What follows belongs to an exercise in optimizing a design on an open flow for small area, a short achievable clock period and few clock cycles per item; a production flow would make more cautious choices.
RTL that was checked went through simulation tests only; none was proved equivalent to the original.

pine:
Design ppm_pulse_train_decoder_top, start of the top module:
module ppm_pulse_train_decoder_top #(
   parameter int unsigned MAX_CHANNELS  = 8,
   parameter int unsigned CYCLES_PER_US = 80
) (
   input  logic                                 clock,
   input  logic                                 reset,
   input  logic                                 req_valid,
   output logic                                 req_ready,
   input  logic                                 req_edge_rising,
   input  logic [ppmd_pkg::TS_W-1:0]            req_timestamp,
   output logic                                 rsp_valid,
   input  logic                                 rsp_ready,
   output logic [ppmd_pkg::CHAN_W-1:0]          rsp_channel,
   output logic [ppmd_pkg::WIDTH_W-1:0]         rsp_width_us,
   output logic [ppmd_pkg::FRAME_W-1:0]         rsp_frame_number,
   output logic [ppmd_pkg::RESYNC_W-1:0]        rsp_resync_total,
   output logic                                 rsp_last,
   input  logic                                 csr_valid,
   output logic                                 csr_ready,
   input  logic [ppmd_pkg::CSR_INDEX_W-1:0]     csr_index,
   input  logic [ppmd_pkg::CSR_DATA_W-1:0]      csr_wdata
);
For scale: ~2400 cells after synthesis.
==> flow/config.mk <==
export PLATFORM = sky130hd
export DESIGN_NAME = ppm_pulse_train_decoder_top
export DESIGN_NICKNAME = ppm_pulse_train_decoder_top
export VERILOG_FILES = /design/flow/design.v
export SDC_FILE = /design/flow/constraint.sdc
export NUM_CORES = 4
export LEC_CHECK = 0
export CAP_MARGIN = 20
export CORE_MARGIN = 2
export CORE_UTILIZATION = 40
export SETUP_SLACK_MARGIN = 4.5
export SLEW_MARGIN = 20
==> flow/constraint.sdc <==
create_clock -name core_clock -period 8.0 [get_ports {clock}]
set_input_delay 1.6000 -clock core_clock [delete_from_list [all_inputs] [get_ports {clock}]]
set_output_delay 1.6000 -clock core_clock [all_outputs]
set_load 0.01 [all_outputs]
run.sh (not shown) runs the stock make flow with config.mk's settings and CLKGATE_MAP_FILE= SYNTH_SCRIPT=/design/flow/synth_recipe.tcl, a recipe that flattens the netlist after the stock synthesis.
pine: no failed stages, no open violations at the end
### pine -> oak
--- a/flow/design.v
+++ b/flow/design.v
@@ -95,33 +95,32 @@
    input  logic [ppmd_pkg::CSR_INDEX_W-1:0]     csr_index,
    input  logic [ppmd_pkg::CSR_DATA_W-1:0]      csr_wdata
 );
    logic [TS_W-1:0]     period_ff;
    logic [19:0]         thr5_ff;
    logic                thr_max_ff;
    logic                thr_raw_ff;      
    logic [COUNT_W-1:0]  count_ff;
    logic [3:0]          n_chan;
    logic                v1_ff;
    logic [TS_W-1:0]     rise_ff, fall_ff;
-   logic                v2_ff, slip1_ff, sat_ff, ge_ff;
+   logic                v2_ff, slip1_ff, sat_ff;
    logic [19:0]         x_ff;
    logic                rv_ff;           
    logic                hunt_ff;         
    logic                gap_ff;          
    logic [3:0]          chan_ff;
    logic [FRAME_W-1:0]  frame_ff;
    logic [RESYNC_W-1:0] resync_ff;
    logic [WIDTH_W-1:0]  store_ff [8];
    logic                emit_ff, last_ff;
-   logic [WIDTH_W-1:0]  width_ff;        
    logic [2:0]          eidx_ff;
    logic                ready_ff;
    assign n_chan    = (count_ff > 4'd8) ? 4'd8 : count_ff;
    assign csr_ready = 1'b1;
    assign req_ready = ready_ff;
    logic            cr, cf, sn, ln;
    logic [TS_W:0]   d0;
    function automatic logic wrap_neg(input logic [TS_W-1:0] t, input logic [TS_W-1:0] p,
                                      input logic [TS_W-1:0] ref_t);
       logic [TS_W+1:0] a, b, c, s, cy;
       logic [TS_W+2:0] v;
@@ -135,57 +134,47 @@
    endfunction
    always_comb begin
       cr = (req_timestamp < rise_ff);
       cf = (req_timestamp < fall_ff);
       sn = wrap_neg(req_timestamp, period_ff, rise_ff);
       ln = wrap_neg(req_timestamp, period_ff, fall_ff);
       d0 = {1'b0, fall_ff} - {1'b0, rise_ff};
    end
    logic            cr1_ff, cf1_ff, sn1_ff, ln1_ff;
    logic [TS_W:0]   d01_ff;
    logic [TS_W:0]   off, diff;
-   logic [TS_W+1:0] ga, gb, gc, gs, gy;
-   logic [TS_W+2:0] gv;
-   logic            ge_in;
    logic            sub;
    logic            slip1_in, sat_in;
    always_comb begin
       sub = !cr1_ff && cf1_ff;
       if (cr1_ff && !cf1_ff) off = {1'b0, period_ff};
       else if (sub)          off = ~{1'b0, period_ff};
       else                   off = '0;
       diff = d01_ff + off + {{TS_W{1'b0}}, sub};
       sat_in   = sn1_ff && !ln1_ff;
       slip1_in = (!sn1_ff && ln1_ff) || (!(sn1_ff ^ ln1_ff) && diff[TS_W]);
-      ga = {d01_ff[TS_W], d01_ff};
-      gb = {off[TS_W], off};
-      gc = ~{2'b0, thr5_ff, 4'b0};
-      gs = ga ^ gb ^ gc;
-      gy = {(ga[TS_W:0] & gb[TS_W:0]) | (ga[TS_W:0] & gc[TS_W:0]) | (gb[TS_W:0] & gc[TS_W:0]), sub};
-      gv = {gs, 1'b1} + {gy, 1'b1};
-      ge_in = !gv[TS_W+2];
    end
    logic [15:0] dq;
    logic        dbig;
    logic [15:0] w;
    logic        above;
    logic [3:0]  widx, nidx;
    logic        measured, lslip, slip, complete, store_we, clash, hold;
    ppmd_div u_div (
       .x   (x_ff),
       .q   (dq),
       .big (dbig)
    );
    always_comb begin
       w        = (sat_ff || dbig) ? 16'hFFFF : dq;
-      above    = !thr_max_ff && (sat_ff || ge_ff);
+      above    = !thr_max_ff && (sat_ff || (x_ff >= thr5_ff));
       widx     = gap_ff ? 4'd0 : chan_ff;
       measured = v2_ff && rv_ff && !slip1_ff;
       if (above) begin
          lslip = (widx != n_chan);
          nidx  = 4'd0;
       end else begin
          lslip = (widx >= n_chan);
          nidx  = widx + 4'd1;
       end
       slip     = v2_ff && rv_ff && (slip1_ff || (!hunt_ff && lslip));
       complete = measured && !hunt_ff && !lslip && (nidx == n_chan);
@@ -289,29 +278,23 @@
          rise_ff <= req_timestamp;
          cr1_ff  <= cr;
          cf1_ff  <= cf;
          sn1_ff  <= sn;
          ln1_ff  <= ln;
          d01_ff  <= d0;
       end
       if (v1_ff && !hold) begin
          x_ff     <= diff[23:4];
          slip1_ff <= slip1_in;
          sat_ff   <= sat_in;
-         ge_ff    <= ge_in;
-      end
-      if (!emit_ff) begin
-         width_ff <= (n_chan == 4'd1) ? w : store_ff[0];
-      end else if (rsp_ready) begin
-         width_ff <= store_ff[eidx_ff + 3'd1];
       end
       if (store_we && !clash) begin
          store_ff[widx[2:0]] <= w;
       end
    end
    assign rsp_valid        = emit_ff;
    assign rsp_channel      = eidx_ff;
-   assign rsp_width_us     = width_ff;
+   assign rsp_width_us     = store_ff[eidx_ff];
    assign rsp_frame_number = frame_ff;
    assign rsp_resync_total = resync_ff;
    assign rsp_last         = last_ff;
 endmodule
### Flow results
Delta (oak minus pine): post-synth design cell area decreased about 6%; vertical extent of the die dropped 3.0%.
Relative to pine, register-to-register slack has gone down in oak.
On required time reported for the critical path endpoint, the higher figure sits with pine, not oak.
The non-clock buffer count of oak is higher than that of pine.
oak vs. pine: placeable core region moved down, total length of routed wires moved down.
Post-CTS resize count (oak vs. pine) increases by more than half
Summary — CTS buffer count, oak relative to pine: lower, by 1.
Setup slack in oak is smaller than in pine.
Cell count, oak and pine: lower on oak
Testbench counts of oak, summed over its fixed seeds: cycles 5,896, items 2,560.
Only the layout flow was run in pine; the RTL was not checked for function there.

==> separate check: timing with driven ports <==
How much do the figures lean on ideal ports? The routed layouts below were timed once more, with nothing changed but the port constraints. Step 1 (the two cells are an assumption about what drives the block):
set clk [get_ports {clock}]
set_driving_cell -lib_cell sky130_fd_sc_hd__clkbuf_16 $clk
set_driving_cell -lib_cell sky130_fd_sc_hd__buf_2 [delete_from_list [all_inputs] $clk]
Step 2 times the ports against the registers' clock, not the clock port: input delays grow and output delays shrink by t, the midpoint of the rising clock arrivals with the driver on. Slacks: ideal ports / drivers / drivers and shift; pairs: ideal ports / drivers.
| run | t (ns) | slack for setup (ns) | latest minus earliest clock arrival (ns) | worst slew at a driven data input, ns | pins driven straight from the clock port |
|---|---|---|---|---|---|
| pine | 0.623 | 4.286 / 4.281 / 3.658 | 0.020 / 0.020 | 0.07 | 1 |
| oak | 0.625 | 4.186 / 4.126 / 3.760 | 0.029 / 0.029 | 0.07 | 1 |
After both steps setup and hold are still met in every run listed. The setup slack of pine, which loses most, moves by -0.005 ns with the drivers and by -0.628 ns with both steps.
